This is an optimization exercise on Yosys and OpenROAD, whose aim is small area, a short achievable clock period and few clock cycles per item, not a production implementation. The RTL was checked by simulation tests, not by an equivalence proof against the original design. No activity file was given, so power comes from the tool's default toggle rates.

[design/flow/flow/run.sh]
#!/bin/bash
# Standard synthesis, then the combinational logic re-mapped by ABC for area (registers kept
# as the standard synthesis made them), then the standard layout from floorplan to finish.
set -euo pipefail
W=$(pwd)
R=$W/orfs/results/${FLOW_PLATFORM}/sigmoidLayer/base
L=$W/orfs/logs/${FLOW_PLATFORM}/sigmoidLayer/base
LIB=$FLOW_HOME/platforms/${FLOW_PLATFORM}/lib/sky130_fd_sc_hd__tt_025C_1v80.lib

# 1. The standard synthesis
bash standard.sh $R/1_2_yosys.v > $W/log_1_synth.txt 2>&1
cp $R/1_2_yosys.v $W/std_1_2_yosys.v

# 2. Re-map the combinational cells for area
python3 $W/flow/mkmap.py $LIB $W/comb_cells.v > $W/log_2_mkmap.txt 2>&1
DONTUSE=$(grep -o -- "-dont_use [A-Za-z0-9_]*" $L/1_2_yosys.log | sort -u | tr '\n' ' ')
if [[ -f $W/flow/remap.abc ]]; then
  cp $W/flow/remap.abc $W/remap.abc
else
  printf 'strash\ndch -f\nmap -a\ntopo\nstime -p\n' > $W/remap.abc
fi
cat > $W/remap.ys <<EOS
read_liberty -lib $LIB
read_verilog $W/std_1_2_yosys.v
hierarchy -top $FLOW_TOP
techmap -map $W/comb_cells.v
techmap
opt -purge
abc -liberty $LIB $DONTUSE -script $W/remap.abc
opt_clean -purge
hilomap -singleton -hicell sky130_fd_sc_hd__conb_1 HI -locell sky130_fd_sc_hd__conb_1 LO
insbuf -buf sky130_fd_sc_hd__buf_4 A X
splitnets
opt_clean -purge
stat -liberty $LIB
write_verilog -noattr -noexpr -nohex -nodec $W/remap_1_2_yosys.v
EOS
yosys -s $W/remap.ys > $W/log_2_remap.txt 2>&1
cp $W/remap_1_2_yosys.v $R/1_2_yosys.v
touch $R/1_2_yosys.v

# 3. The standard layout, with the smallest buffer on the ports
export BUFFER_PORTS_ARGS="-buffer_cell ${PORT_BUFFER:-sky130_fd_sc_hd__buf_1}"
bash standard.sh > $W/log_3_layout.txt 2>&1
[design/flow/flow/mkmap.py]
#!/usr/bin/env python3
# Writes a Yosys techmap file turning each combinational liberty cell into its logic function.
import re, sys
lib = open(sys.argv[1]).read()
out = open(sys.argv[2], 'w')
pos = 0
cells = []
for m in re.finditer(r'\n\s*cell\s*\(\s*"?(\w+)"?\s*\)\s*\{', lib):
    cells.append((m.group(1), m.start()))
cells.append((None, len(lib)))
n = 0
for (name, s), (_, e) in zip(cells, cells[1:]):
    body = lib[s:e]
    if re.search(r'\n\s*(ff|latch|statetable)\s*\(', body):
        continue
    pins = []
    for pm in re.finditer(r'\n\s*pin\s*\(\s*"?(\w+)"?\s*\)\s*\{', body):
        pb = body[pm.end():pm.end() + 4000]
        # cut at next pin
        nxt = re.search(r'\n\s*pin\s*\(', pb)
        if nxt: pb = pb[:nxt.start()]
        d = re.search(r'direction\s*:\s*"?(\w+)"?', pb)
        f = re.search(r'\bfunction\s*:\s*"([^"]*)"', pb)
        pins.append((pm.group(1), d.group(1) if d else None, f.group(1) if f else None))
    outs = [p for p in pins if p[1] == 'output']
    ins = [p for p in pins if p[1] == 'input']
    if not outs or any(o[2] is None for o in outs):
        continue
    ports = [p[0] for p in ins] + [o[0] for o in outs]
    out.write(f"module {name} ({', '.join(ports)});\n")
    for p in ins: out.write(f"  input {p[0]};\n")
    for o in outs:
        fn = o[2].replace('!', '~')
        fn = re.sub(r'\b1\b', "1'b1", fn); fn = re.sub(r'\b0\b', "1'b0", fn)
        out.write(f"  output {o[0]};\n  assign {o[0]} = {fn};\n")
    out.write("endmodule\n\n")
    n += 1
print(n, "cells")
[design/flow/flow/remap.abc]
strash
dch -f
map -D 1200
topo
stime -p
[design/flow/standard.sh]
#!/bin/bash
# synth_recipe.tcl (not shown) runs the flow's synth.tcl, then flattens the netlist and writes it again
# the make line also repeats each setting of config.mk as NAME=value (left out here)
make -C /OpenROAD-flow-scripts/flow DESIGN_CONFIG=/design/flow/config.mk WORK_HOME=/design/flow/orfs CLKGATE_MAP_FILE= SYNTH_SCRIPT=/design/flow/synth_recipe.tcl "${@:-finish}"
[design/flow/config.mk]
export PLATFORM = sky130hd
export DESIGN_NAME = sigmoidLayer
export DESIGN_NICKNAME = sigmoidLayer
export VERILOG_FILES = /design/flow/design.v
export SDC_FILE = /design/flow/constraint.sdc
export NUM_CORES = 4
export LEC_CHECK = 0
export CAP_MARGIN = 20
export CORE_MARGIN = 2
export CORE_UTILIZATION = 40
export PLACE_DENSITY = 0.6
export SETUP_SLACK_MARGIN = 1.0
export SLEW_MARGIN = 20
[design/flow/constraint.sdc]
create_clock -name core_clock -period 4.5 [get_ports {clk}]
set_input_delay 0.9000 -clock core_clock [delete_from_list [all_inputs] [get_ports {clk}]]
set_output_delay 0.9000 -clock core_clock [all_outputs]
set_load 0.01 [all_outputs]
[design/flow/design.v]
package sigmoidPkg;
    localparam int DATA_W = 16;
    localparam int FRAC_W = 8;
    typedef logic signed [DATA_W-1:0] preAct_t;
    typedef logic [DATA_W-1:0] act_t;
    function automatic logic [8:0] sigmoidQT(input logic [4:0] q, input logic [2:0] t);
        case ({q, t})
            8'd0: sigmoidQT = 9'd128;   
            8'd1: sigmoidQT = 9'd134;   
            8'd2: sigmoidQT = 9'd141;   
            8'd3: sigmoidQT = 9'd147;   
            8'd4: sigmoidQT = 9'd153;   
            8'd5: sigmoidQT = 9'd159;   
            8'd8: sigmoidQT = 9'd159;   
            8'd9: sigmoidQT = 9'd165;   
            8'd10: sigmoidQT = 9'd171;   
            8'd11: sigmoidQT = 9'd177;   
            8'd12: sigmoidQT = 9'd182;   
            8'd13: sigmoidQT = 9'd187;   
            8'd16: sigmoidQT = 9'd187;   
            8'd17: sigmoidQT = 9'd192;   
            8'd18: sigmoidQT = 9'd197;   
            8'd19: sigmoidQT = 9'd201;   
            8'd20: sigmoidQT = 9'd205;   
            8'd21: sigmoidQT = 9'd209;   
            8'd24: sigmoidQT = 9'd209;   
            8'd25: sigmoidQT = 9'd213;   
            8'd26: sigmoidQT = 9'd216;   
            8'd27: sigmoidQT = 9'd220;   
            8'd28: sigmoidQT = 9'd223;   
            8'd29: sigmoidQT = 9'd225;   
            8'd32: sigmoidQT = 9'd225;   
            8'd33: sigmoidQT = 9'd228;   
            8'd34: sigmoidQT = 9'd230;   
            8'd35: sigmoidQT = 9'd233;   
            8'd36: sigmoidQT = 9'd235;   
            8'd37: sigmoidQT = 9'd237;   
            8'd40: sigmoidQT = 9'd237;   
            8'd41: sigmoidQT = 9'd238;   
            8'd42: sigmoidQT = 9'd240;   
            8'd43: sigmoidQT = 9'd241;   
            8'd44: sigmoidQT = 9'd243;   
            8'd45: sigmoidQT = 9'd244;   
            8'd48: sigmoidQT = 9'd244;   
            8'd49: sigmoidQT = 9'd245;   
            8'd50: sigmoidQT = 9'd246;   
            8'd51: sigmoidQT = 9'd247;   
            8'd52: sigmoidQT = 9'd248;   
            8'd53: sigmoidQT = 9'd248;   
            8'd56: sigmoidQT = 9'd248;   
            8'd57: sigmoidQT = 9'd249;   
            8'd58: sigmoidQT = 9'd250;   
            8'd59: sigmoidQT = 9'd250;   
            8'd60: sigmoidQT = 9'd251;   
            8'd61: sigmoidQT = 9'd251;   
            8'd64: sigmoidQT = 9'd251;   
            8'd65: sigmoidQT = 9'd252;   
            8'd66: sigmoidQT = 9'd252;   
            8'd67: sigmoidQT = 9'd253;   
            8'd68: sigmoidQT = 9'd253;   
            8'd69: sigmoidQT = 9'd253;   
            8'd72: sigmoidQT = 9'd253;   
            8'd73: sigmoidQT = 9'd253;   
            8'd74: sigmoidQT = 9'd254;   
            8'd75: sigmoidQT = 9'd254;   
            8'd76: sigmoidQT = 9'd254;   
            8'd77: sigmoidQT = 9'd254;   
            8'd80: sigmoidQT = 9'd254;   
            8'd81: sigmoidQT = 9'd254;   
            8'd82: sigmoidQT = 9'd255;   
            8'd83: sigmoidQT = 9'd255;   
            8'd84: sigmoidQT = 9'd255;   
            8'd85: sigmoidQT = 9'd255;   
            8'd88: sigmoidQT = 9'd255;   
            8'd89: sigmoidQT = 9'd255;   
            8'd90: sigmoidQT = 9'd255;   
            8'd91: sigmoidQT = 9'd255;   
            8'd92: sigmoidQT = 9'd255;   
            8'd93: sigmoidQT = 9'd256;   
            8'd161: sigmoidQT = 9'd1;   
            8'd162: sigmoidQT = 9'd1;   
            8'd163: sigmoidQT = 9'd1;   
            8'd164: sigmoidQT = 9'd1;   
            8'd165: sigmoidQT = 9'd1;   
            8'd168: sigmoidQT = 9'd1;   
            8'd169: sigmoidQT = 9'd1;   
            8'd170: sigmoidQT = 9'd1;   
            8'd171: sigmoidQT = 9'd1;   
            8'd172: sigmoidQT = 9'd2;   
            8'd173: sigmoidQT = 9'd2;   
            8'd176: sigmoidQT = 9'd2;   
            8'd177: sigmoidQT = 9'd2;   
            8'd178: sigmoidQT = 9'd2;   
            8'd179: sigmoidQT = 9'd2;   
            8'd180: sigmoidQT = 9'd3;   
            8'd181: sigmoidQT = 9'd3;   
            8'd184: sigmoidQT = 9'd3;   
            8'd185: sigmoidQT = 9'd3;   
            8'd186: sigmoidQT = 9'd3;   
            8'd187: sigmoidQT = 9'd4;   
            8'd188: sigmoidQT = 9'd4;   
            8'd189: sigmoidQT = 9'd5;   
            8'd192: sigmoidQT = 9'd5;   
            8'd193: sigmoidQT = 9'd5;   
            8'd194: sigmoidQT = 9'd6;   
            8'd195: sigmoidQT = 9'd6;   
            8'd196: sigmoidQT = 9'd7;   
            8'd197: sigmoidQT = 9'd8;   
            8'd200: sigmoidQT = 9'd8;   
            8'd201: sigmoidQT = 9'd8;   
            8'd202: sigmoidQT = 9'd9;   
            8'd203: sigmoidQT = 9'd10;   
            8'd204: sigmoidQT = 9'd11;   
            8'd205: sigmoidQT = 9'd12;   
            8'd208: sigmoidQT = 9'd12;   
            8'd209: sigmoidQT = 9'd13;   
            8'd210: sigmoidQT = 9'd15;   
            8'd211: sigmoidQT = 9'd16;   
            8'd212: sigmoidQT = 9'd18;   
            8'd213: sigmoidQT = 9'd19;   
            8'd216: sigmoidQT = 9'd19;   
            8'd217: sigmoidQT = 9'd21;   
            8'd218: sigmoidQT = 9'd23;   
            8'd219: sigmoidQT = 9'd26;   
            8'd220: sigmoidQT = 9'd28;   
            8'd221: sigmoidQT = 9'd31;   
            8'd224: sigmoidQT = 9'd31;   
            8'd225: sigmoidQT = 9'd33;   
            8'd226: sigmoidQT = 9'd36;   
            8'd227: sigmoidQT = 9'd40;   
            8'd228: sigmoidQT = 9'd43;   
            8'd229: sigmoidQT = 9'd47;   
            8'd232: sigmoidQT = 9'd47;   
            8'd233: sigmoidQT = 9'd51;   
            8'd234: sigmoidQT = 9'd55;   
            8'd235: sigmoidQT = 9'd59;   
            8'd236: sigmoidQT = 9'd64;   
            8'd237: sigmoidQT = 9'd69;   
            8'd240: sigmoidQT = 9'd69;   
            8'd241: sigmoidQT = 9'd74;   
            8'd242: sigmoidQT = 9'd79;   
            8'd243: sigmoidQT = 9'd85;   
            8'd244: sigmoidQT = 9'd91;   
            8'd245: sigmoidQT = 9'd97;   
            8'd248: sigmoidQT = 9'd97;   
            8'd249: sigmoidQT = 9'd103;   
            8'd250: sigmoidQT = 9'd109;   
            8'd251: sigmoidQT = 9'd115;   
            8'd252: sigmoidQT = 9'd122;   
            8'd253: sigmoidQT = 9'd128;   
            default: sigmoidQT = 9'd0;
        endcase
    endfunction
endpackage
`timescale 1ns/1ps
module sigmoidLane(result, x);
  output [8:0] result;
  wire [8:0] result;
  input [15:0] x;
  wire [15:0] x;
  wire _0149_;
  wire _0150_;
  wire _0151_;
  wire _0152_;
  wire _0153_;
  wire _0154_;
  wire _0155_;
  wire _0156_;
  wire _0157_;
  wire _0158_;
  wire _0159_;
  wire _0160_;
  wire _0161_;
  wire _0162_;
  wire _0163_;
  wire _0164_;
  wire _0165_;
  wire _0166_;
  wire _0167_;
  wire _0168_;
  wire _0169_;
  wire _0170_;
  wire _0171_;
  wire _0172_;
  wire _0173_;
  wire _0174_;
  wire _0175_;
  wire _0176_;
  wire _0177_;
  wire _0178_;
  wire _0179_;
  wire _0180_;
  wire _0181_;
  wire _0182_;
  wire _0183_;
  wire _0184_;
  wire _0185_;
  wire _0186_;
  wire _0187_;
  wire _0188_;
  wire _0189_;
  wire _0190_;
  wire _0191_;
  wire _0192_;
  wire _0193_;
  wire _0194_;
  wire _0195_;
  wire _0196_;
  wire _0197_;
  wire _0198_;
  wire _0199_;
  wire _0200_;
  wire _0201_;
  wire _0202_;
  wire _0203_;
  wire _0204_;
  wire _0205_;
  wire _0206_;
  wire _0207_;
  wire _0208_;
  wire _0209_;
  wire _0210_;
  wire _0211_;
  wire _0212_;
  wire _0213_;
  wire _0214_;
  wire _0215_;
  wire _0216_;
  wire _0217_;
  wire _0218_;
  wire _0219_;
  wire _0220_;
  wire _0221_;
  wire _0222_;
  wire _0223_;
  wire _0224_;
  wire _0225_;
  wire _0226_;
  wire _0227_;
  wire _0228_;
  wire _0229_;
  wire _0230_;
  wire _0231_;
  wire _0232_;
  wire _0233_;
  wire _0234_;
  wire _0235_;
  wire _0236_;
  wire _0237_;
  wire _0238_;
  wire _0239_;
  wire _0240_;
  wire _0241_;
  wire _0242_;
  wire _0243_;
  wire _0244_;
  wire _0245_;
  wire _0246_;
  wire _0247_;
  wire _0248_;
  wire _0249_;
  wire _0250_;
  wire _0251_;
  wire _0252_;
  wire _0253_;
  wire _0254_;
  wire _0255_;
  wire _0256_;
  wire _0257_;
  wire _0258_;
  wire _0259_;
  wire _0260_;
  wire _0261_;
  wire _0262_;
  wire _0263_;
  wire _0264_;
  wire _0265_;
  wire _0266_;
  wire _0267_;
  wire _0268_;
  wire _0269_;
  wire _0270_;
  wire _0271_;
  wire _0272_;
  wire _0273_;
  wire _0274_;
  wire _0275_;
  wire _0276_;
  wire _0277_;
  wire _0278_;
  wire _0279_;
  wire _0280_;
  wire _0281_;
  wire _0282_;
  wire _0283_;
  wire _0284_;
  wire _0285_;
  wire _0286_;
  wire _0287_;
  wire _0288_;
  wire _0289_;
  wire _0290_;
  wire _0291_;
  wire _0292_;
  wire _0293_;
  wire _0294_;
  wire _0295_;
  wire _0296_;
  wire _0297_;
  wire _0298_;
  wire _0299_;
  wire _0300_;
  wire _0301_;
  wire _0302_;
  wire _0303_;
  wire _0304_;
  wire _0305_;
  wire _0306_;
  wire _0307_;
  wire _0308_;
  wire _0309_;
  wire _0310_;
  wire _0311_;
  wire _0312_;
  wire _0313_;
  wire _0314_;
  wire _0315_;
  wire _0316_;
  wire _0317_;
  wire _0318_;
  wire _0319_;
  wire _0320_;
  wire _0321_;
  wire _0322_;
  wire _0323_;
  wire _0324_;
  wire _0325_;
  wire _0326_;
  wire _0327_;
  wire _0328_;
  wire _0329_;
  wire _0330_;
  wire _0331_;
  wire _0332_;
  wire _0333_;
  wire _0334_;
  wire _0335_;
  wire _0336_;
  wire _0337_;
  wire _0338_;
  wire _0339_;
  wire _0340_;
  wire _0341_;
  wire _0342_;
  wire _0343_;
  wire _0344_;
  wire _0345_;
  wire _0346_;
  wire _0347_;
  wire _0348_;
  wire _0349_;
  wire _0350_;
  wire _0351_;
  wire _0352_;
  wire _0353_;
  wire _0354_;
  wire _0355_;
  wire _0356_;
  wire _0357_;
  wire _0358_;
  wire _0359_;
  wire _0360_;
  wire _0361_;
  wire _0362_;
  wire _0363_;
  wire _0364_;
  wire _0365_;
  wire _0366_;
  wire _0367_;
  wire _0368_;
  wire _0369_;
  wire _0370_;
  wire _0371_;
  wire _0372_;
  wire _0373_;
  wire _0374_;
  wire _0375_;
  wire _0376_;
  wire _0377_;
  wire _0378_;
  wire _0379_;
  wire _0380_;
  wire _0381_;
  wire _0382_;
  wire _0383_;
  wire _0384_;
  wire _0385_;
  wire _0386_;
  wire _0387_;
  wire _0388_;
  wire _0389_;
  wire _0390_;
  wire _0391_;
  wire _0392_;
  wire _0393_;
  wire _0394_;
  wire _0395_;
  wire _0396_;
  wire _0397_;
  wire _0398_;
  wire _0399_;
  wire _0400_;
  wire _0401_;
  wire _0402_;
  wire _0403_;
  wire _0404_;
  wire _0405_;
  wire _0406_;
  wire _0407_;
  wire _0408_;
  wire _0409_;
  wire _0410_;
  wire _0411_;
  wire _0412_;
  wire _0413_;
  wire _0414_;
  wire _0415_;
  wire _0416_;
  wire _0417_;
  wire _0418_;
  wire _0419_;
  wire _0420_;
  wire _0421_;
  wire _0422_;
  wire _0423_;
  wire _0424_;
  wire _0425_;
  wire _0426_;
  wire _0427_;
  wire _0428_;
  wire _0429_;
  wire _0430_;
  wire _0431_;
  wire _0432_;
  wire _0433_;
  wire _0434_;
  wire _0435_;
  wire _0436_;
  wire _0437_;
  wire _0438_;
  wire _0439_;
  wire _0440_;
  wire _0441_;
  wire _0442_;
  wire _0443_;
  wire _0444_;
  wire _0445_;
  wire _0446_;
  wire _0447_;
  wire _0448_;
  wire _0449_;
  wire _0450_;
  wire _0451_;
  wire _0452_;
  wire _0453_;
  wire _0454_;
  wire _0455_;
  wire _0456_;
  wire _0457_;
  wire _0458_;
  wire _0459_;
  wire _0460_;
  wire _0461_;
  wire _0462_;
  wire _0463_;
  wire _0464_;
  wire _0465_;
  wire _0466_;
  wire _0467_;
  wire _0468_;
  wire _0469_;
  wire _0470_;
  wire _0471_;
  wire _0472_;
  wire _0473_;
  wire _0474_;
  wire _0475_;
  wire _0476_;
  wire _0477_;
  wire _0478_;
  wire _0479_;
  wire _0480_;
  wire _0481_;
  wire _0482_;
  wire _0483_;
  wire _0484_;
  wire _0485_;
  wire _0486_;
  wire _0487_;
  wire _0488_;
  wire _0489_;
  wire _0490_;
  wire _0491_;
  wire _0492_;
  wire _0493_;
  wire _0494_;
  wire _0495_;
  wire _0496_;
  wire _0497_;
  wire _0498_;
  wire _0499_;
  wire _0500_;
  wire _0501_;
  wire _0502_;
  wire _0503_;
  wire _0504_;
  wire _0505_;
  wire _0506_;
  wire _0507_;
  wire _0508_;
  wire _0509_;
  wire _0510_;
  wire _0511_;
  wire _0512_;
  wire _0513_;
  wire _0514_;
  wire _0515_;
  wire _0516_;
  wire _0517_;
  wire _0518_;
  wire _0519_;
  wire _0520_;
  wire _0521_;
  wire _0522_;
  wire _0523_;
  wire _0524_;
  wire _0525_;
  wire _0526_;
  wire _0527_;
  wire _0528_;
  wire _0529_;
  wire _0530_;
  wire _0531_;
  wire _0532_;
  wire _0533_;
  wire _0534_;
  wire _0535_;
  wire _0536_;
  wire _0537_;
  wire _0538_;
  wire _0539_;
  wire _0540_;
  wire _0541_;
  wire _0542_;
  wire _0543_;
  wire _0544_;
  wire _0545_;
  wire _0546_;
  wire _0547_;
  wire _0548_;
  wire _0549_;
  wire _0550_;
  wire _0551_;
  wire _0552_;
  wire _0553_;
  wire _0554_;
  wire _0555_;
  wire _0556_;
  wire _0557_;
  wire _0558_;
  wire _0559_;
  wire _0560_;
  wire _0561_;
  wire _0562_;
  wire _0563_;
  wire _0564_;
  wire _0565_;
  wire _0566_;
  wire _0567_;
  wire _0568_;
  wire _0569_;
  wire _0570_;
  wire _0571_;
  wire _0572_;
  wire _0573_;
  wire _0574_;
  wire _0575_;
  wire _0576_;
  wire _0577_;
  wire _0578_;
  wire _0579_;
  wire _0580_;
  wire _0581_;
  wire _0582_;
  wire _0583_;
  wire _0584_;
  wire _0585_;
  wire _0586_;
  wire _0587_;
  wire _0588_;
  wire _0589_;
  wire _0590_;
  wire _0591_;
  wire _0592_;
  wire _0593_;
  wire _0594_;
  wire _0595_;
  wire _0596_;
  wire _0597_;
  wire _0598_;
  wire _0599_;
  wire _0600_;
  wire _0601_;
  wire _0602_;
  wire _0603_;
  wire _0604_;
  wire _0605_;
  wire _0606_;
  wire _0607_;
  wire _0608_;
  wire _0609_;
  wire _0610_;
  wire _0611_;
  wire _0612_;
  wire _0613_;
  wire _0614_;
  wire _0615_;
  wire _0616_;
  wire _0617_;
  wire _0618_;
  wire _0619_;
  wire _0620_;
  wire _0621_;
  wire _0622_;
  wire _0623_;
  wire _0624_;
  wire _0625_;
  wire _0626_;
  wire _0627_;
  wire _0628_;
  wire _0629_;
  wire _0630_;
  wire _0631_;
  wire _0632_;
  wire _0633_;
  wire _0634_;
  wire _0635_;
  wire _0636_;
  wire _0637_;
  wire _0638_;
  wire _0639_;
  wire _0640_;
  wire _0641_;
  wire _0642_;
  wire _0643_;
  wire _0644_;
  wire _0645_;
  wire _0646_;
  wire _0647_;
  wire _0648_;
  wire _0649_;
  wire _0650_;
  wire _0651_;
  wire _0652_;
  wire _0653_;
  wire _0654_;
  wire _0655_;
  wire _0656_;
  wire _0657_;
  wire _0658_;
  wire _0659_;
  wire _0660_;
  wire _0661_;
  wire _0662_;
  wire _0663_;
  wire _0664_;
  wire _0665_;
  wire _0666_;
  wire _0667_;
  wire _0668_;
  wire _000_;
  wire _001_;
  wire _002_;
  wire _003_;
  wire _004_;
  wire _005_;
  wire _006_;
  wire _007_;
  wire _008_;
  wire _009_;
  wire _010_;
  wire _011_;
  wire _012_;
  wire _013_;
  wire _014_;
  wire _015_;
  wire _016_;
  wire _017_;
  wire _018_;
  wire _019_;
  wire _020_;
  wire _021_;
  wire _022_;
  wire _023_;
  wire _024_;
  wire _025_;
  wire _026_;
  wire _027_;
  wire _028_;
  wire _029_;
  wire _030_;
  wire _031_;
  wire _032_;
  wire _033_;
  wire _034_;
  wire _035_;
  wire _036_;
  wire _037_;
  wire _038_;
  wire _039_;
  wire _040_;
  wire _041_;
  wire _042_;
  wire _043_;
  wire _044_;
  wire _045_;
  wire _046_;
  wire _047_;
  wire _048_;
  wire _049_;
  wire _050_;
  wire _051_;
  wire _052_;
  wire _053_;
  wire _054_;
  wire _055_;
  wire _056_;
  wire _057_;
  wire _058_;
  wire _059_;
  wire _060_;
  wire _061_;
  wire _062_;
  wire _063_;
  wire _064_;
  wire _065_;
  wire _066_;
  wire _067_;
  wire _068_;
  wire _069_;
  wire _070_;
  wire _071_;
  wire _072_;
  wire _073_;
  wire _074_;
  wire _075_;
  wire _076_;
  wire _077_;
  wire _078_;
  wire _079_;
  wire _080_;
  wire _081_;
  wire _082_;
  wire _083_;
  wire _084_;
  wire _085_;
  wire _086_;
  wire _087_;
  wire _088_;
  wire _089_;
  wire _090_;
  wire _091_;
  wire _092_;
  wire _093_;
  wire _094_;
  wire _095_;
  wire _096_;
  wire _097_;
  wire _098_;
  wire _099_;
  wire _100_;
  wire _101_;
  wire _102_;
  wire _103_;
  wire _104_;
  wire _105_;
  wire _106_;
  wire _107_;
  wire _108_;
  wire _109_;
  wire _110_;
  wire _111_;
  wire _112_;
  wire _113_;
  wire _114_;
  wire _115_;
  wire _116_;
  wire _117_;
  wire _118_;
  wire _119_;
  wire _120_;
  wire _121_;
  wire _122_;
  wire _123_;
  wire _124_;
  wire _125_;
  wire _126_;
  wire _127_;
  wire _128_;
  wire _129_;
  wire _130_;
  wire _131_;
  wire _132_;
  wire _133_;
  wire _134_;
  wire _135_;
  wire _136_;
  wire _137_;
  wire _138_;
  wire _139_;
  wire _140_;
  wire _141_;
  wire _142_;
  wire _143_;
  wire _144_;
  wire _145_;
  wire _146_;
  wire _147_;
  wire _148_;
  assign _077_ = ~ x[5];
  assign _078_ = ~ x[4];
  assign _079_ = _0149_ & _0150_;
  assign _0149_ = ~ x[3];
  assign _0150_ = ~ x[2];
  assign _0151_ = _0152_ & _0153_;
  assign _080_ = _0151_ & _0154_;
  assign _0152_ = ~ _077_;
  assign _0153_ = ~ _078_;
  assign _0154_ = ~ _079_;
  assign _081_ = ~ _080_;
  assign _082_ = ~ x[8];
  assign _083_ = ~ x[6];
  assign _084_ = ~ x[7];
  assign _085_ = _0155_ & _0156_;
  assign _0155_ = ~ _083_;
  assign _0156_ = ~ _084_;
  assign _086_ = ~ _085_;
  assign _087_ = _0157_ & _0158_;
  assign _0157_ = ~ _082_;
  assign _0158_ = ~ _086_;
  assign _088_ = ~ _087_;
  assign _089_ = _0159_ & _0160_;
  assign _0159_ = ~ _081_;
  assign _0160_ = ~ _088_;
  assign _090_ = ~ _089_;
  assign _091_ = ~ x[10];
  assign _092_ = ~ x[9];
  assign _0161_ = ~ x[11];
  assign _0162_ = ~ x[13];
  assign _093_ = _0161_ | _0162_;
  assign _0163_ = ~ x[14];
  assign _0164_ = ~ x[12];
  assign _0165_ = ~ x[15];
  assign _0166_ = _0163_ | _0164_;
  assign _094_ = _0166_ | _0165_;
  assign _095_ = _0167_ & _0168_;
  assign _0167_ = ~ _093_;
  assign _0168_ = ~ _094_;
  assign _096_ = ~ _095_;
  assign _097_ = _0169_ & _0170_;
  assign _0169_ = ~ _092_;
  assign _0170_ = ~ _096_;
  assign _098_ = ~ _097_;
  assign _099_ = _0171_ & _0172_;
  assign _0171_ = ~ _091_;
  assign _0172_ = ~ _098_;
  assign _100_ = ~ _099_;
  assign _101_ = _0173_ & _0174_;
  assign _0173_ = ~ _092_;
  assign _0174_ = ~ _091_;
  assign _0175_ = x[14] | x[12];
  assign _102_ = _0175_ | x[15];
  assign _0176_ = _0178_ & _0179_;
  assign _0177_ = _0176_ & _0180_;
  assign _103_ = _0177_ & _0181_;
  assign _0178_ = ~ x[11];
  assign _0179_ = ~ x[13];
  assign _0180_ = ~ _101_;
  assign _0181_ = ~ _102_;
  assign _0182_ = _0183_ & _0184_;
  assign _0183_ = ~ _091_;
  assign _0184_ = ~ _090_;
  assign _0185_ = ~ _103_;
  assign _104_ = _0182_ | _0185_;
  assign _0186_ = _0187_ & _0188_;
  assign _0187_ = ~ _090_;
  assign _0188_ = ~ _100_;
  assign _0189_ = ~ _104_;
  assign result[7] = _0186_ | _0189_;
  assign _105_ = _0190_ & _0191_;
  assign _0190_ = ~ _083_;
  assign _0191_ = ~ _080_;
  assign _0192_ = _0193_ & _0194_;
  assign _0193_ = ~ x[0];
  assign _0194_ = ~ x[1];
  assign _0195_ = ~ x[3];
  assign _0196_ = ~ x[2];
  assign _0197_ = _0192_ | _0195_;
  assign _106_ = _0197_ | _0196_;
  assign _0198_ = ~ _106_;
  assign _0199_ = ~ _077_;
  assign _0200_ = ~ _078_;
  assign _0201_ = _0198_ | _0199_;
  assign _107_ = _0201_ | _0200_;
  assign _0202_ = ~ _107_;
  assign _0203_ = ~ _083_;
  assign _108_ = _0202_ | _0203_;
  assign _109_ = ~ _108_;
  assign _110_ = _0204_ & _0205_;
  assign _0204_ = ~ _105_;
  assign _0205_ = ~ _109_;
  assign _0206_ = _0207_ & _0208_;
  assign _0207_ = ~ x[2];
  assign _0208_ = ~ x[1];
  assign _0209_ = ~ x[3];
  assign _0210_ = ~ x[4];
  assign _0211_ = _0206_ | _0209_;
  assign _111_ = _0211_ | _0210_;
  assign _0212_ = ~ _111_;
  assign _0213_ = ~ _077_;
  assign _112_ = _0212_ | _0213_;
  assign _113_ = _0214_ & _0215_;
  assign _0214_ = ~ x[7];
  assign _0215_ = ~ _112_;
  assign _0216_ = ~ _110_;
  assign _0217_ = ~ _113_;
  assign _114_ = _0216_ | _0217_;
  assign _115_ = _0218_ & _0219_;
  assign _0218_ = ~ x[9];
  assign _0219_ = ~ x[10];
  assign _116_ = ~ _115_;
  assign _0220_ = _0222_ & _0223_;
  assign _0221_ = _0224_ & _0225_;
  assign _0222_ = ~ _114_;
  assign _0223_ = ~ _116_;
  assign _0224_ = ~ x[8];
  assign _0225_ = ~ _116_;
  assign _117_ = _0220_ | _0221_;
  assign _118_ = _0226_ & _0227_;
  assign _0226_ = ~ _089_;
  assign _0227_ = ~ _100_;
  assign _0228_ = ~ _112_;
  assign _0229_ = ~ _085_;
  assign _119_ = _0228_ | _0229_;
  assign _0230_ = ~ _119_;
  assign _0231_ = ~ _082_;
  assign _120_ = _0230_ | _0231_;
  assign _0232_ = ~ _118_;
  assign _0233_ = ~ _120_;
  assign _121_ = _0232_ | _0233_;
  assign _0234_ = _0235_ & _0236_;
  assign _0235_ = ~ _117_;
  assign _0236_ = ~ _104_;
  assign _0237_ = ~ _121_;
  assign result[6] = _0234_ | _0237_;
  assign _0238_ = _0239_ & _0240_;
  assign _122_ = _0238_ & _0241_;
  assign _0239_ = ~ _084_;
  assign _0240_ = ~ x[8];
  assign _0241_ = ~ _110_;
  assign _0242_ = _0243_ & _0244_;
  assign _123_ = _0242_ & _0245_;
  assign _0243_ = ~ _089_;
  assign _0244_ = ~ _116_;
  assign _0245_ = ~ _122_;
  assign _124_ = ~ _113_;
  assign _125_ = _0246_ & _0247_;
  assign _0246_ = ~ x[6];
  assign _0247_ = ~ x[7];
  assign _126_ = ~ _125_;
  assign _0248_ = ~ _124_;
  assign _0249_ = ~ _119_;
  assign _0250_ = ~ _126_;
  assign _0251_ = _0248_ | _0249_;
  assign _127_ = _0251_ | _0250_;
  assign _128_ = ~ _127_;
  assign _129_ = _0252_ & _0253_;
  assign _0252_ = ~ x[3];
  assign _0253_ = ~ x[4];
  assign _0254_ = ~ x[2];
  assign _0255_ = ~ x[0];
  assign _0256_ = ~ x[1];
  assign _0257_ = _0254_ | _0255_;
  assign _130_ = _0257_ | _0256_;
  assign _0258_ = _0260_ & _0261_;
  assign _0259_ = _0262_ & _0263_;
  assign _0260_ = ~ _129_;
  assign _0261_ = ~ _077_;
  assign _0262_ = ~ _130_;
  assign _0263_ = ~ _077_;
  assign _131_ = _0258_ | _0259_;
  assign _132_ = _0264_ & _0265_;
  assign _0264_ = ~ _131_;
  assign _0265_ = ~ _108_;
  assign _0266_ = _0267_ & _0268_;
  assign _133_ = _0266_ & _0269_;
  assign _0267_ = ~ _084_;
  assign _0268_ = ~ _132_;
  assign _0269_ = ~ _110_;
  assign _134_ = _0270_ & _0271_;
  assign _0270_ = ~ _120_;
  assign _0271_ = ~ _133_;
  assign _0272_ = ~ _134_;
  assign _0273_ = ~ _114_;
  assign _135_ = _0272_ | _0273_;
  assign _136_ = ~ _135_;
  assign _0274_ = _0275_ & _0276_;
  assign _137_ = _0274_ & _0277_;
  assign _0275_ = ~ _087_;
  assign _0276_ = ~ _128_;
  assign _0277_ = ~ _136_;
  assign _138_ = _0278_ & _0279_;
  assign _0278_ = ~ _113_;
  assign _0279_ = ~ _132_;
  assign _139_ = _0280_ & _0281_;
  assign _0280_ = ~ x[7];
  assign _0281_ = ~ _138_;
  assign _140_ = _0282_ & _0283_;
  assign _0282_ = ~ x[8];
  assign _0283_ = ~ _105_;
  assign _0284_ = ~ _139_;
  assign _0285_ = ~ _140_;
  assign _141_ = _0284_ | _0285_;
  assign _142_ = ~ _105_;
  assign _0286_ = ~ _114_;
  assign _0287_ = ~ x[8];
  assign _0288_ = ~ _142_;
  assign _0289_ = _0286_ | _0287_;
  assign _143_ = _0289_ | _0288_;
  assign _0290_ = ~ _131_;
  assign _0291_ = ~ _083_;
  assign _0292_ = ~ x[7];
  assign _0293_ = _0290_ | _0291_;
  assign _144_ = _0293_ | _0292_;
  assign _0294_ = ~ _141_;
  assign _0295_ = ~ _143_;
  assign _0296_ = ~ _144_;
  assign _0297_ = _0294_ | _0295_;
  assign _145_ = _0297_ | _0296_;
  assign _0298_ = ~ _137_;
  assign _0299_ = ~ _145_;
  assign _146_ = _0298_ | _0299_;
  assign _147_ = _0300_ & _0301_;
  assign _0300_ = ~ _082_;
  assign _0301_ = ~ _142_;
  assign _0302_ = ~ _147_;
  assign _0303_ = ~ _084_;
  assign _148_ = _0302_ | _0303_;
  assign _0304_ = ~ _146_;
  assign _0305_ = ~ _148_;
  assign _000_ = _0304_ | _0305_;
  assign _0306_ = ~ _137_;
  assign _0307_ = ~ _104_;
  assign _001_ = _0306_ | _0307_;
  assign _0308_ = _0309_ & _0310_;
  assign _0309_ = ~ _118_;
  assign _0310_ = ~ _137_;
  assign _0311_ = ~ _001_;
  assign _002_ = _0308_ | _0311_;
  assign _0312_ = _0314_ & _0315_;
  assign _0313_ = _0316_ & _0317_;
  assign _0314_ = ~ _000_;
  assign _0315_ = ~ _002_;
  assign _0316_ = ~ _104_;
  assign _0317_ = ~ _123_;
  assign result[5] = _0312_ | _0313_;
  assign _003_ = _0318_ & _0319_;
  assign _0318_ = ~ _091_;
  assign _0319_ = ~ _096_;
  assign _004_ = ~ _003_;
  assign _0320_ = _0321_ & _0322_;
  assign _0321_ = ~ _092_;
  assign _0322_ = ~ _105_;
  assign _0323_ = ~ x[8];
  assign _0324_ = ~ _126_;
  assign _0325_ = _0320_ | _0323_;
  assign _005_ = _0325_ | _0324_;
  assign _006_ = _0326_ & _0327_;
  assign _0326_ = ~ _120_;
  assign _0327_ = ~ _100_;
  assign _0328_ = _0329_ & _0330_;
  assign _0329_ = ~ _122_;
  assign _0330_ = ~ _135_;
  assign _0331_ = ~ _006_;
  assign _007_ = _0328_ | _0331_;
  assign _0332_ = _0336_ & _0337_;
  assign _0333_ = _0332_ & _0338_;
  assign _0334_ = _0339_ & _0340_;
  assign _0335_ = _0334_ & _0341_;
  assign _0336_ = ~ _082_;
  assign _0337_ = ~ _089_;
  assign _0338_ = ~ _000_;
  assign _0339_ = ~ _109_;
  assign _0340_ = ~ _089_;
  assign _0341_ = ~ _000_;
  assign _008_ = _0333_ | _0335_;
  assign _0342_ = _0344_ & _0345_;
  assign _0343_ = _0346_ & _0347_;
  assign _0344_ = ~ _134_;
  assign _0345_ = ~ _104_;
  assign _0346_ = ~ x[9];
  assign _0347_ = ~ _104_;
  assign _009_ = _0342_ | _0343_;
  assign _0348_ = _0349_ & _0350_;
  assign _0349_ = ~ _116_;
  assign _0350_ = ~ _008_;
  assign _0351_ = ~ _009_;
  assign _010_ = _0348_ | _0351_;
  assign _0352_ = _0353_ & _0354_;
  assign _0353_ = ~ _004_;
  assign _0354_ = ~ _005_;
  assign _0355_ = ~ _007_;
  assign _0356_ = ~ _010_;
  assign _0357_ = _0352_ | _0355_;
  assign result[4] = _0357_ | _0356_;
  assign _011_ = ~ _145_;
  assign _0358_ = ~ _011_;
  assign _0359_ = ~ _110_;
  assign _012_ = _0358_ | _0359_;
  assign _0360_ = ~ _012_;
  assign _0361_ = ~ _144_;
  assign _013_ = _0360_ | _0361_;
  assign _0362_ = _0364_ & _0365_;
  assign _0363_ = _0362_ & _0366_;
  assign _014_ = _0363_ & _0367_;
  assign _0364_ = ~ x[6];
  assign _0365_ = ~ _084_;
  assign _0366_ = ~ _136_;
  assign _0367_ = ~ _013_;
  assign _015_ = _0368_ & _0369_;
  assign _0368_ = ~ _120_;
  assign _0369_ = ~ _109_;
  assign _0370_ = ~ _105_;
  assign _0371_ = ~ _112_;
  assign _016_ = _0370_ | _0371_;
  assign _0372_ = _0374_ & _0375_;
  assign _0373_ = _0376_ & _0377_;
  assign _0374_ = ~ _016_;
  assign _0375_ = ~ _082_;
  assign _0376_ = ~ _108_;
  assign _0377_ = ~ _082_;
  assign _017_ = _0372_ | _0373_;
  assign _0378_ = ~ _140_;
  assign _0379_ = ~ _126_;
  assign _018_ = _0378_ | _0379_;
  assign _0380_ = _0381_ & _0382_;
  assign _0381_ = ~ _082_;
  assign _0382_ = ~ _126_;
  assign _0383_ = ~ _092_;
  assign _0384_ = ~ _086_;
  assign _0385_ = ~ _018_;
  assign _0386_ = _0380_ | _0383_;
  assign _0387_ = _0386_ | _0384_;
  assign _019_ = _0387_ | _0385_;
  assign _0388_ = _0390_ & _0391_;
  assign _0389_ = _0388_ & _0392_;
  assign _0390_ = ~ _092_;
  assign _0391_ = ~ _015_;
  assign _0392_ = ~ _017_;
  assign _0393_ = ~ _003_;
  assign _0394_ = ~ _019_;
  assign _0395_ = _0389_ | _0393_;
  assign _020_ = _0395_ | _0394_;
  assign _0396_ = _0398_ & _0399_;
  assign _0397_ = _0400_ & _0401_;
  assign _0398_ = ~ _135_;
  assign _0399_ = ~ _125_;
  assign _0400_ = ~ _082_;
  assign _0401_ = ~ _125_;
  assign _021_ = _0396_ | _0397_;
  assign _022_ = ~ _021_;
  assign _0402_ = _0403_ & _0404_;
  assign _0403_ = ~ _022_;
  assign _0404_ = ~ _137_;
  assign _0405_ = ~ x[9];
  assign _023_ = _0402_ | _0405_;
  assign _024_ = ~ _104_;
  assign _0406_ = ~ _023_;
  assign _0407_ = ~ _024_;
  assign _025_ = _0406_ | _0407_;
  assign _0408_ = ~ _138_;
  assign _0409_ = ~ _119_;
  assign _026_ = _0408_ | _0409_;
  assign _0410_ = ~ _128_;
  assign _0411_ = ~ _108_;
  assign _0412_ = ~ _016_;
  assign _0413_ = _0410_ | _0411_;
  assign _027_ = _0413_ | _0412_;
  assign _0414_ = ~ _027_;
  assign _0415_ = ~ _148_;
  assign _0416_ = _122_ | _0414_;
  assign _028_ = _0416_ | _0415_;
  assign _0417_ = _026_ & _0419_;
  assign _0418_ = _0420_ & _028_;
  assign _0419_ = ~ _028_;
  assign _0420_ = ~ _026_;
  assign _029_ = _0417_ | _0418_;
  assign _030_ = ~ _029_;
  assign _031_ = _0421_ & _0422_;
  assign _0421_ = ~ _136_;
  assign _0422_ = ~ _013_;
  assign _0423_ = _0425_ & _0426_;
  assign _0424_ = _0427_ & _0428_;
  assign _0425_ = ~ _030_;
  assign _0426_ = ~ _031_;
  assign _0427_ = ~ _080_;
  assign _0428_ = ~ _119_;
  assign _032_ = _0423_ | _0424_;
  assign _0429_ = _0430_ & _0431_;
  assign _033_ = _0429_ & _0432_;
  assign _0430_ = ~ _113_;
  assign _0431_ = ~ _132_;
  assign _0432_ = ~ _032_;
  assign _034_ = _0433_ & _0434_;
  assign _0433_ = ~ _147_;
  assign _0434_ = ~ _013_;
  assign _035_ = ~ _034_;
  assign _0435_ = _0439_ & _0440_;
  assign _0436_ = _0435_ & _0441_;
  assign _0437_ = _0442_ & _0443_;
  assign _0438_ = _0437_ & _0444_;
  assign _0439_ = ~ _033_;
  assign _0440_ = ~ _116_;
  assign _0441_ = ~ _035_;
  assign _0442_ = ~ _136_;
  assign _0443_ = ~ _116_;
  assign _0444_ = ~ _035_;
  assign _036_ = _0436_ | _0438_;
  assign _0445_ = _0447_ & _0448_;
  assign _0446_ = _0449_ & _0450_;
  assign _0447_ = ~ _025_;
  assign _0448_ = ~ _036_;
  assign _0449_ = ~ _014_;
  assign _0450_ = ~ _020_;
  assign result[3] = _0445_ | _0446_;
  assign _0451_ = ~ _088_;
  assign _0452_ = ~ _091_;
  assign _037_ = _0451_ | _0452_;
  assign _038_ = _0453_ & _0454_;
  assign _0453_ = ~ _004_;
  assign _0454_ = ~ _028_;
  assign _0455_ = _0457_ & _0458_;
  assign _0456_ = _0459_ & _0460_;
  assign _0457_ = ~ _097_;
  assign _0458_ = ~ _038_;
  assign _0459_ = ~ _037_;
  assign _0460_ = ~ _038_;
  assign _039_ = _0455_ | _0456_;
  assign _0461_ = _0462_ & _0463_;
  assign _040_ = _0461_ & _0464_;
  assign _0462_ = ~ x[8];
  assign _0463_ = ~ _105_;
  assign _0464_ = ~ _132_;
  assign _041_ = ~ _144_;
  assign _0465_ = _0466_ & _0467_;
  assign _042_ = _0465_ & _0468_;
  assign _0466_ = ~ _110_;
  assign _0467_ = ~ _041_;
  assign _0468_ = ~ _139_;
  assign _043_ = ~ _042_;
  assign _044_ = _0469_ & _0470_;
  assign _0469_ = ~ _082_;
  assign _0470_ = ~ _043_;
  assign _045_ = ~ _044_;
  assign _0471_ = ~ _035_;
  assign _0472_ = ~ _045_;
  assign _046_ = _0471_ | _0472_;
  assign _0473_ = ~ _034_;
  assign _0474_ = ~ _044_;
  assign _047_ = _0473_ | _0474_;
  assign _0475_ = ~ _046_;
  assign _0476_ = ~ _101_;
  assign _0477_ = ~ _047_;
  assign _0478_ = _0475_ | _0476_;
  assign _048_ = _0478_ | _0477_;
  assign _049_ = _0479_ & _0480_;
  assign _0479_ = ~ _040_;
  assign _0480_ = ~ _048_;
  assign _0481_ = ~ _146_;
  assign _0482_ = ~ x[10];
  assign _0483_ = ~ _148_;
  assign _0484_ = _0481_ | _0482_;
  assign _050_ = _0484_ | _0483_;
  assign _0485_ = ~ _050_;
  assign _0486_ = ~ _012_;
  assign _0487_ = ~ _015_;
  assign _0488_ = _0485_ | _0486_;
  assign _051_ = _0488_ | _0487_;
  assign _0489_ = _0491_ & _0492_;
  assign _0490_ = _0493_ & _0494_;
  assign _0491_ = ~ _127_;
  assign _0492_ = ~ _092_;
  assign _0493_ = ~ _016_;
  assign _0494_ = ~ _092_;
  assign _052_ = _0489_ | _0490_;
  assign _0495_ = _0497_ & _0498_;
  assign _0496_ = _0499_ & _0500_;
  assign _0497_ = ~ _090_;
  assign _0498_ = ~ _042_;
  assign _0499_ = ~ _116_;
  assign _0500_ = ~ _042_;
  assign _053_ = _0495_ | _0496_;
  assign _0501_ = _0503_ & _0504_;
  assign _0502_ = _0505_ & _0506_;
  assign _0503_ = ~ _052_;
  assign _0504_ = ~ _053_;
  assign _0505_ = ~ _120_;
  assign _0506_ = ~ _133_;
  assign _054_ = _0501_ | _0502_;
  assign _0507_ = ~ _051_;
  assign _0508_ = ~ _103_;
  assign _0509_ = ~ _054_;
  assign _0510_ = _0507_ | _0508_;
  assign _055_ = _0510_ | _0509_;
  assign _0511_ = _0512_ & _0513_;
  assign _0512_ = ~ _039_;
  assign _0513_ = ~ _049_;
  assign _0514_ = ~ _055_;
  assign result[2] = _0511_ | _0514_;
  assign _0515_ = _0518_ & _0519_;
  assign _0516_ = _0520_ & _0521_;
  assign _0517_ = _0522_ & _0523_;
  assign _0518_ = ~ _029_;
  assign _0519_ = ~ x[11];
  assign _0520_ = ~ x[9];
  assign _0521_ = ~ x[11];
  assign _0522_ = ~ _088_;
  assign _0523_ = ~ x[11];
  assign _0524_ = _0515_ | _0516_;
  assign _056_ = _0524_ | _0517_;
  assign _0525_ = _0526_ & _0527_;
  assign _0526_ = ~ x[9];
  assign _0527_ = ~ _032_;
  assign _0528_ = ~ _056_;
  assign _057_ = _0525_ | _0528_;
  assign _0529_ = ~ _088_;
  assign _0530_ = ~ x[9];
  assign _0531_ = ~ x[11];
  assign _0532_ = ~ _120_;
  assign _0533_ = _0529_ | _0530_;
  assign _0534_ = _0533_ | _0531_;
  assign _058_ = _0534_ | _0532_;
  assign _0535_ = _0536_ & _0537_;
  assign _0536_ = ~ x[8];
  assign _0537_ = ~ _142_;
  assign _0538_ = ~ _092_;
  assign _059_ = _0535_ | _0538_;
  assign _0539_ = ~ _128_;
  assign _0540_ = ~ _082_;
  assign _060_ = _0539_ | _0540_;
  assign _0541_ = _0545_ & _0546_;
  assign _0542_ = _0547_ & _0548_;
  assign _0543_ = _0549_ & _0550_;
  assign _0544_ = _0551_ & _0552_;
  assign _0545_ = ~ _146_;
  assign _0546_ = ~ _096_;
  assign _0547_ = ~ _101_;
  assign _0548_ = ~ _096_;
  assign _0549_ = ~ _045_;
  assign _0550_ = ~ _096_;
  assign _0551_ = ~ _060_;
  assign _0552_ = ~ _096_;
  assign _0553_ = _0541_ | _0542_;
  assign _0554_ = _0553_ | _0543_;
  assign _061_ = _0554_ | _0544_;
  assign _0555_ = _0556_ & _0557_;
  assign _0556_ = ~ _059_;
  assign _0557_ = ~ _033_;
  assign _0558_ = ~ _061_;
  assign _062_ = _0555_ | _0558_;
  assign _0559_ = _0560_ & _0561_;
  assign _0560_ = ~ _091_;
  assign _0561_ = ~ _135_;
  assign _0562_ = ~ _024_;
  assign _063_ = _0559_ | _0562_;
  assign _0563_ = _0569_ & _0570_;
  assign _0564_ = _0571_ & _0572_;
  assign _0565_ = _0573_ & _0574_;
  assign _0566_ = _0575_ & _0576_;
  assign _0567_ = _0577_ & _0578_;
  assign _0568_ = _0579_ & _0580_;
  assign _0569_ = ~ _091_;
  assign _0570_ = ~ _062_;
  assign _0571_ = ~ _091_;
  assign _0572_ = ~ _063_;
  assign _0573_ = ~ _057_;
  assign _0574_ = ~ _062_;
  assign _0575_ = ~ _058_;
  assign _0576_ = ~ _062_;
  assign _0577_ = ~ _057_;
  assign _0578_ = ~ _063_;
  assign _0579_ = ~ _058_;
  assign _0580_ = ~ _063_;
  assign _0581_ = _0563_ | _0564_;
  assign _0582_ = _0581_ | _0565_;
  assign _0583_ = _0582_ | _0566_;
  assign _0584_ = _0583_ | _0567_;
  assign result[1] = _0584_ | _0568_;
  assign _0585_ = _0589_ & _0590_;
  assign _0586_ = _0585_ & _0591_;
  assign _0587_ = _0592_ & _0593_;
  assign _0588_ = _0587_ & _0594_;
  assign _0589_ = ~ x[7];
  assign _0590_ = ~ _098_;
  assign _0591_ = ~ _137_;
  assign _0592_ = ~ _147_;
  assign _0593_ = ~ _098_;
  assign _0594_ = ~ _137_;
  assign _064_ = _0586_ | _0588_;
  assign _0595_ = ~ _030_;
  assign _0596_ = ~ _082_;
  assign _0597_ = ~ _105_;
  assign _0598_ = _0595_ | _0596_;
  assign _065_ = _0598_ | _0597_;
  assign _0599_ = _0601_ & _0602_;
  assign _0600_ = _0603_ & _0604_;
  assign _0601_ = ~ _065_;
  assign _0602_ = ~ _004_;
  assign _0603_ = ~ _011_;
  assign _0604_ = ~ _004_;
  assign _066_ = _0599_ | _0600_;
  assign _0605_ = _0606_ & _0607_;
  assign _067_ = _0605_ & _0608_;
  assign _0606_ = ~ _099_;
  assign _0607_ = ~ _064_;
  assign _0608_ = ~ _066_;
  assign _0609_ = ~ _141_;
  assign _0610_ = ~ _127_;
  assign _068_ = _0609_ | _0610_;
  assign _069_ = _0611_ & _0612_;
  assign _0611_ = ~ _068_;
  assign _0612_ = ~ _048_;
  assign _0613_ = _0615_ & _0616_;
  assign _0614_ = _0617_ & _0618_;
  assign _0615_ = ~ _031_;
  assign _0616_ = ~ _015_;
  assign _0617_ = ~ _026_;
  assign _0618_ = ~ _015_;
  assign _070_ = _0613_ | _0614_;
  assign _0619_ = ~ _133_;
  assign _0620_ = ~ x[8];
  assign _0621_ = ~ _016_;
  assign _0622_ = _0619_ | _0620_;
  assign _071_ = _0622_ | _0621_;
  assign _0623_ = _0629_ & _0630_;
  assign _0624_ = _0631_ & _0632_;
  assign _0625_ = _0633_ & _0634_;
  assign _0626_ = _0635_ & _0636_;
  assign _0627_ = _0637_ & _0638_;
  assign _0628_ = _0639_ & _0640_;
  assign _0629_ = ~ _071_;
  assign _0630_ = ~ x[10];
  assign _0631_ = ~ _071_;
  assign _0632_ = ~ _090_;
  assign _0633_ = ~ _115_;
  assign _0634_ = ~ x[10];
  assign _0635_ = ~ _141_;
  assign _0636_ = ~ x[10];
  assign _0637_ = ~ _115_;
  assign _0638_ = ~ _090_;
  assign _0639_ = ~ _141_;
  assign _0640_ = ~ _090_;
  assign _0641_ = _0623_ | _0624_;
  assign _0642_ = _0641_ | _0625_;
  assign _0643_ = _0642_ | _0626_;
  assign _0644_ = _0643_ | _0627_;
  assign _072_ = _0644_ | _0628_;
  assign _0645_ = _0646_ & _0647_;
  assign _0646_ = ~ _105_;
  assign _0647_ = ~ _109_;
  assign _0648_ = ~ _026_;
  assign _073_ = _0645_ | _0648_;
  assign _0649_ = _0651_ & _0652_;
  assign _0650_ = _0653_ & _0654_;
  assign _0651_ = ~ _050_;
  assign _0652_ = ~ _021_;
  assign _0653_ = ~ _073_;
  assign _0654_ = ~ _021_;
  assign _074_ = _0649_ | _0650_;
  assign _0655_ = _0657_ & _0658_;
  assign _0656_ = _0659_ & _0660_;
  assign _0657_ = ~ _072_;
  assign _0658_ = ~ _074_;
  assign _0659_ = ~ _092_;
  assign _0660_ = ~ _070_;
  assign _075_ = _0655_ | _0656_;
  assign _0661_ = ~ _075_;
  assign _0662_ = ~ _103_;
  assign _076_ = _0661_ | _0662_;
  assign _0663_ = _0664_ & _0665_;
  assign _0664_ = ~ _067_;
  assign _0665_ = ~ _069_;
  assign _0666_ = ~ _076_;
  assign result[0] = _0663_ | _0666_;
  assign result[8] = _0667_ & _0668_;
  assign _0667_ = ~ x[15];
  assign _0668_ = ~ result[7];
endmodule
`timescale 1ns/1ps
module sigmoidLayer #(
    parameter int NUM_LANES = 10
) (
    input  logic                                 clk,
    input  logic                                 rst,
    input  logic                                 inValid,
    output logic                                 inReady,
    input  sigmoidPkg::preAct_t [NUM_LANES-1:0] inData,
    output logic                                 outValid,
    input  logic                                 outReady,
    output sigmoidPkg::act_t [NUM_LANES-1:0]    outData
);
    logic [8:0] resNext [NUM_LANES];
    logic [8:0] resReg [NUM_LANES];
    logic accept;
    assign inReady = !outValid || outReady;
    assign accept = inValid && inReady;
    always_ff @(posedge clk) begin
        if (rst) begin
            outValid <= 1'b0;
        end else if (inReady) begin
            outValid <= inValid;
        end
    end
    for (genvar i = 0; i < NUM_LANES; i++) begin : genLane
        sigmoidLane lane (
            .x(inData[i]),
            .result(resNext[i])
        );
        always_ff @(posedge clk) begin
            if (accept) begin
                resReg[i] <= resNext[i];
            end
        end
        assign outData[i] = {7'd0, resReg[i]};
    end
endmodule
==> results of run 1 <==
## path summary, 6_finish.rpt
kind,from,to,slack [ns],cells after the start
max,inData[69],resReg[4][0],1.18,12
min,outValid,outValid,0.55,2
max reg2reg,outValid,resReg[7][8],3.05,2
min reg2reg,outValid,outValid,0.55,2
## cell type report
class | instances | area (µm²) | share of cell area
Antenna cell | 2 | 5.00 | 0.000360
Clock buffer | 9 | 225 | 0.0162
Clock inverter | 7 | 82.6 | 0.00594
Inverter | 287 | 1080 | 0.0781
Multi-Input combinational cell | 1633 | 8110 | 0.584
Sequential cell | 91 | 2720 | 0.196
Tap cell | 390 | 488 | 0.0351
Timing Repair Buffer | 283 | 1170 | 0.0846
## what timing repair did
action | in CTS | in global routing
setup buffers | 0 | 0
gates resized for setup | 1 | 6
endpoints found under the setup margin | 1 | 11
hold endpoints to repair | 0 | 0
## power groups by stage
| stage | sequential [mW] | clock [mW] | combinational [mW] |
|---|---|---|---|
| 6_report | 0.999 | 0.823 | 1.17 |
| 5_1_grt | 1.00 | 0.884 | 1.29 |
| 4_1_cts | 0.999 | 0.851 | 1.13 |
| 3_5_place_dp | 1.02 | 0 | 1.12 |
| 3_3_place_gp | 1.02 | 0 | 1.15 |
| 2_1_floorplan | 1.04 | 0 | 0.743 |
## worst min-delay path, delay by kind of cell, from the launching register on
| family | cells | cell delay (ns) |
|---|---|---|
| flip-flops | 1 | 0.35 |
| AND/OR/NAND/NOR | 1 | 0.10 |
| AO/OA/AOI/OAI | 1 | 0.06 |
## through the flow
step            util  hold slack, ns
2_1_floorplan      -           0.612
3_3_place_gp   0.455           0.519
6_report       0.466           0.551
4_1_cts        0.466           0.553
3_5_place_dp   0.455           0.544
5_1_grt        0.466           0.598
## cell usage in the layout, fill, tap and decap left out, types with 4 or more instances in the layout
cell type  count
nand4_1       28
clkinv_1     285
a22oi_1       13
a21oi_1      139
o21ai_0      186
o211a_1        6
a2111oi_0      9
a31oi_1       29
o32ai_1       15
o22ai_1       35
nor3_1        70
a32oi_1        7
nor2_1       334
xor2_1         7
a311oi_1       8
buf_4         28
o211ai_1      52
o2bb2ai_1      5
o31ai_1       16
buf_1        253
clkbuf_16      9
o221ai_1      10
o21a_1         4
o41ai_1        4
o311ai_0       9
and2_2         4
a211oi_1      17
nand3_1      143
o2111ai_1     18
nand2_1      359
edfxtp_1      90
conb_1        70
a221oi_1       6
## layer usage
| metal | up-vias | GRT usage | share of wire |
|---|---|---|---|
| met5 | - | 0 | 0.00024 |
| met2 | 1157 | 0.450 | 0.44 |
| met3 | 219 | 0.0520 | 0.11 |
| met4 | 2 | 0.132 | 0.045 |
| met1 | 7289 | 0.356 | 0.40 |
| li1 | 7679 | - | - |
## flip-flops by register name, indices dropped and copies added (netlist names)
name	cells
resReg	90
outValid	1
==> results.py, run 1 <==
metrics = {
    "run_status": {
        "status": "complete, no violations",
    },
    "final_layout": {
        "n_fill_cell": 3155,
        "fin_area_um2": 13900,
        "final_cells": 2702,
        "layout-drive-gt1-share": 0.0268,
        "syn_to_final_growth_pct": 14.2,
        "nets": 2469,
    },
    "clock_tree": {
        "clk_latency_ns": 0.36,
        "cts.clk_slew.worst_paths_ns": 0.07,
        "clock_sinks": 91,
        "numCtsBuffers": 9,
        "h-tree-depth": 3,
        "cts_buffer_depth": 2,
        "cts_tree": "yes",
        "root_buffer": "clkbuf_16",
        "cts_hold_buf": 0,
    },
    "yosys": {
        "netlist_area_um2": 12200,
        "syn_inst": 2012,
        "ys_warn_count": 4,
        "avgSynthCellArea_um2": 6.04,
    },
    "placed_design": {
        "hpwlAfterDp_um": 36200,
        "io_buffers": 255,
        "dpl_worst_slack_ns": 0.564,
        "gp_congestion": 1.01,
        "numPlacedInstances": 2684,
        "place_area_um2": 13600,
    },
    "worst_hold_path": {
        "hp-class": "reg2reg",
    },
    "timing": {
        "finalCritPeriodShare": 0.738,
        "setup_ws_ns": 1.18,
        "worstMarginPinSlew_ns": 0.793,
        "tns_ns": 0,
        "setup-violations-final": 0,
        "fin_skew_ns": 0.00474,
        "slew_headroom": 0.458,
        "timing_hold_violations_final": 0,
        "rsz0062_at_grt": "false",
        "min_period_ns": 3.32,
        "max_freq_mhz": 301,
        "finalMaxSlewViolations": 0,
    },
    "power_and_ir_drop": {
        "leakage_nw": 4.93,
        "p_per_area_nw_per_um2": 215,
        "p_switching_mw": 1.24,
        "p_seq_frac": 0.334,
        "total_power_mw": 2.99,
        "ir_drop_mv": 0.160,
        "p_sw_frac": 0.414,
        "comb_power_share": 0.391,
        "clockPowerShare": 0.275,
        "p_int_mw": 1.76,
    },
    "routing": {
        "routedWlPerCell_um": 17.0,
        "drtIter0Drc": 2674,
        "drt_first_pass_iters": 7,
        "ant_nets": 0,
        "remaining_drc_errors": 0,
        "via_per_inst": 6.05,
        "num_vias": 16346,
        "wirelength_um": 46000,
    },
    "critical_path": {
        "crit_path_max_incr_delay_ns": 0.47,
        "start_kind": "input pin",
        "cp.arrival_ns": 3.41,
        "crit_slowest_cell": "nor3_1",
        "cp_common_cell": "a21oi_1",
        "crit_chain": "buf_1 -> clkinv_1 -> nor3_1 -> clkinv_1 -> nand2_1 -> nand2_1 -> a21oi_1 -> nor2_1 -> a21oi_1 -> nand4_1 -> a21oi_1 -> o211ai_1",
        "cp_top_family": "simple AND/OR/NAND/NOR gates",
        "end_kind": "flop",
        "crit_buf_inv": 3,
        "cp_max_fo": 10,
        "cp_data_required_time_ns": 4.59,
        "critPathKind": "in2reg",
    },
    "die": {
        "io-pin-count": 326,
        "dieArea_um2": 31800,
        "core_um2": 29800,
        "die_x_um": 178,
        "dieHeight_um": 178,
        "start_util": 0.408,
        "placementRows": 63,
    },
    "global_route": {
        "grt_pass1_vias": 14633,
        "grt_max_degree": 47,
        "grt_pass1_wl_um": 72300,
        "antenna_found_initial": 3,
        "overflow": 0,
        "grt_usage": 0.278,
    },
    "run": {
        "cap_violations": 0,
    },
}
Testbench counts, summed over its fixed seeds: cycles 16,008, beats 16,000.
==> run 2: changes to the inputs <==
==> design/flow/flow/remap.abc (replaced) <==
strash
&get -n
&deepsyn -S 1 -T 120
&put
dch -f
map -a
topo
stime -p
==> results.py, run 2 <==
metrics = {
    "run_status": {
        "status": "complete, no violations",
    },
    "final_layout": {
        "final_common_cell": "nor2_1",
        "final_cell_mix": "nor2_1 (337), clkinv_1 (316), buf_1 (241), nand2_1 (195), a21oi_1 (151)",
        "final_util": 0.506,
        "top_regs": "resReg: 90 flops, outValid: 1 flops",
        "layout-drive-gt1-share": 0.120,
        "fin_area_um2": 13600,
        "syn_to_final_growth_pct": 24.3,
        "largest_reg_flops": 90,
        "nets": 2324,
        "regMostFlops": "resReg",
    },
    "routing": {
        "remaining_drc_errors": 0,
        "routedWlPerCell_um": 17.1,
        "num_vias": 14698,
        "wirelength_um": 42900,
        "ant_nets": 0,
        "via_per_inst": 5.86,
        "drtIter0Drc": 1823,
        "drt_first_pass_iters": 8,
    },
    "placed_design": {
        "hpwlAfterDp_um": 33300,
        "dpl_worst_slack_ns": 0.218,
        "gp_congestion": 0.995,
        "place_area_um2": 12500,
        "io_buffers": 255,
    },
    "clock_tree": {
        "clk_latency_ns": 0.36,
        "clock_sinks": 91,
        "cts_buffer_depth": 2,
        "cts.clk_slew.worst_paths_ns": 0.07,
        "cts_tree": "yes",
        "h-tree-depth": 3,
        "numCtsBuffers": 9,
        "cts_hold_buf": 0,
        "root_buffer": "clkbuf_16",
    },
    "global_route": {
        "grt_pass1_wl_um": 65500,
        "overflow": 0,
        "antenna_found_initial": 2,
        "grt_pass1_vias": 13093,
        "grt_usage": 0.278,
        "grt_max_degree": 91,
    },
    "power_and_ir_drop": {
        "total_power_mw": 3.04,
        "leakage_nw": 4.81,
        "p_per_area_nw_per_um2": 223,
        "ir_drop_mv": 0.147,
    },
    "timing": {
        "slew_headroom": 0.470,
        "finalMaxSlewViolations": 0,
        "setup_ws_ns": 0.881,
        "setup-violations-final": 0,
        "rsz0062_at_grt": "true",
        "tns_ns": 0,
        "worstMarginPinSlew_ns": 0.788,
        "fin_skew_ns": 0.00990,
        "finalCritPeriodShare": 0.804,
        "min_period_ns": 3.62,
        "max_freq_mhz": 276,
        "timing_hold_violations_final": 0,
    },
    "yosys": {
        "avgSynthCellArea_um2": 6.03,
        "netlist_area_um2": 11000,
        "ys_warn_count": 4,
        "syn_inst": 1818,
    },
    "worst_hold_path": {
        "whs_endpoint": "outValid",
        "worstHoldStart": "outValid",
        "hp-class": "reg2reg",
        "holdPathStages": 2,
    },
    "critical_path": {
        "cp_max_fo": 3,
        "r2r-start": "outValid",
        "critPathKind": "in2reg",
        "end_kind": "flop",
        "cp.arrival_ns": 3.80,
        "timing.rr.end": "resReg[8][0]",
        "rrSetupSlack_ns": 3.14,
        "start_kind": "input pin",
        "cp_data_required_time_ns": 4.68,
        "ff2ff_path_depth": 2,
    },
    "die": {
        "start_util": 0.407,
        "io-pin-count": 326,
        "die_x_um": 170,
        "placementRows": 60,
        "core_um2": 27000,
        "dieArea_um2": 28800,
        "dieHeight_um": 170,
    },
    "run": {
        "cap_violations": 0,
    },
}
==> run 2: cell types whose count changed in the layout (fill, tap and decap cells not counted), moves of 14 or more <==
cell	delta
clkinv_1	+31
nand2_1	-164
nor2_2	+33
o2111ai_1	-14
nand3_1	-70
a21oi_2	+15
buf_4	+47
o21ai_0	-53
nand4_1	-22
inv_2	+21
o211ai_1	-22
==> run 2: repair_timing <==
action / CTS / global route
endpoints found under the setup margin: 29 / 39
gates resized for setup: 52 / 135
buffers inserted: 17 / 19
pin swaps: 17 / 33
==> run 2: worst max path at each step <==
stage               slack, ns  startpoint  depth (start not counted)      endpoint
finish                   0.88  inData[96]                         23  resReg[6][5]
global route             0.62  inData[96]                         23  resReg[6][5]
floorplan                0.73  inData[97]                         22  resReg[6][5]
global placement         0.32  inData[97]                         23  resReg[6][5]
detailed placement       0.22  inData[97]                         23  resReg[6][5]
CTS                      0.92  inData[98]                         22  resReg[6][5]
==> run 2: power by group <==
group	internal (mW)	switching, mW	leakage, nW
logic	0.393	0.861	3.77
registers	0.984	0.0149	0.900
clock network	0.434	0.356	0.141
==> run 2: critical path: stages <==
cell and delay, ns:
buf_1 0.08, o211ai_1 0.21, nand3_2 0.14, nand2_4 0.11, a21oi_4 0.05, nor2_4 0.15
clkinv_2 0.08, nor2_4 0.14, clkinv_4 0.07, a211oi_4 0.28, nor2_4 0.09, nor2_4 0.13
a21oi_2 0.07, o21bai_1 0.15, nand2_1 0.10, clkinv_2 0.08, a21oi_4 0.18, inv_4 0.05
a211oi_4 0.19, nor4_2 0.06, o21ai_1 0.18, a21oi_1 0.08, o32ai_1 0.22
==> run 2: layer usage <==
layer	routed length [µm]	share of wire	vias to the layer above	GRT usage
li1	-	-	6858	-
met1	17600	0.41	6551	0.372
met2	19100	0.44	1088	0.446
met3	4280	0.10	197	0.0480
met4	1930	0.045	4	0.115
met5	19	0.00044	-	0
==> run 2: area by class of cell <==
class	instances	area [µm²]
fill	2695	13300
clock buffer	12	236
sequential	91	2720
timing repair buffer	332	1580
multi-input combinational	1375	7270
clock inverter	4	52.6
inverter	351	1350
antenna	1	2.50
tap	341	427
==> run 2: stage by stage <==
step	hold slack [ns]	std cells
detailed placement	0.528	2454
global route	0.570	2507
CTS	0.536	2487
global placement	0.521	2454
finish	0.531	2507
floorplan	0.612	1887

re-timing with driven ports:
The results above use ideal ports. As a check the final layouts listed here were re-extracted and re-timed, cells and wires unchanged. Step 1 (the two cells are an assumption about what drives the block):
set clk [get_ports {clk}]
set_driving_cell -lib_cell sky130_fd_sc_hd__clkbuf_16 $clk
set_driving_cell -lib_cell sky130_fd_sc_hd__buf_2 [delete_from_list [all_inputs] $clk]
Step 2 moves the port delays by t, midway between the first and last clock arrival at a register: inputs arrive t later, outputs are due t later. That takes back most of the time a late clock gives input paths. a / b / c = ideal / step 1 / step 2; a / b = the first two.
| run | shift t [ns] | setup slack, ns | hold WS [ns] | worst register clock-pin slew, ns | pins driven straight from the clock port |
|---|---|---|---|---|---|
| run 1 | 0.403 | 1.177 / 1.205 / 0.802 | 0.551 / 0.551 / 0.551 | 0.08 / 0.08 | 1 |
| run 2 | 0.401 | 0.881 / 0.904 / 0.503 | 0.531 / 0.531 / 0.531 | 0.07 / 0.07 | 1 |
After both steps every run listed still meets setup and hold. The setup slack of run 2, which loses most, moves by +0.023 ns with the drivers and by -0.378 ns with both steps.
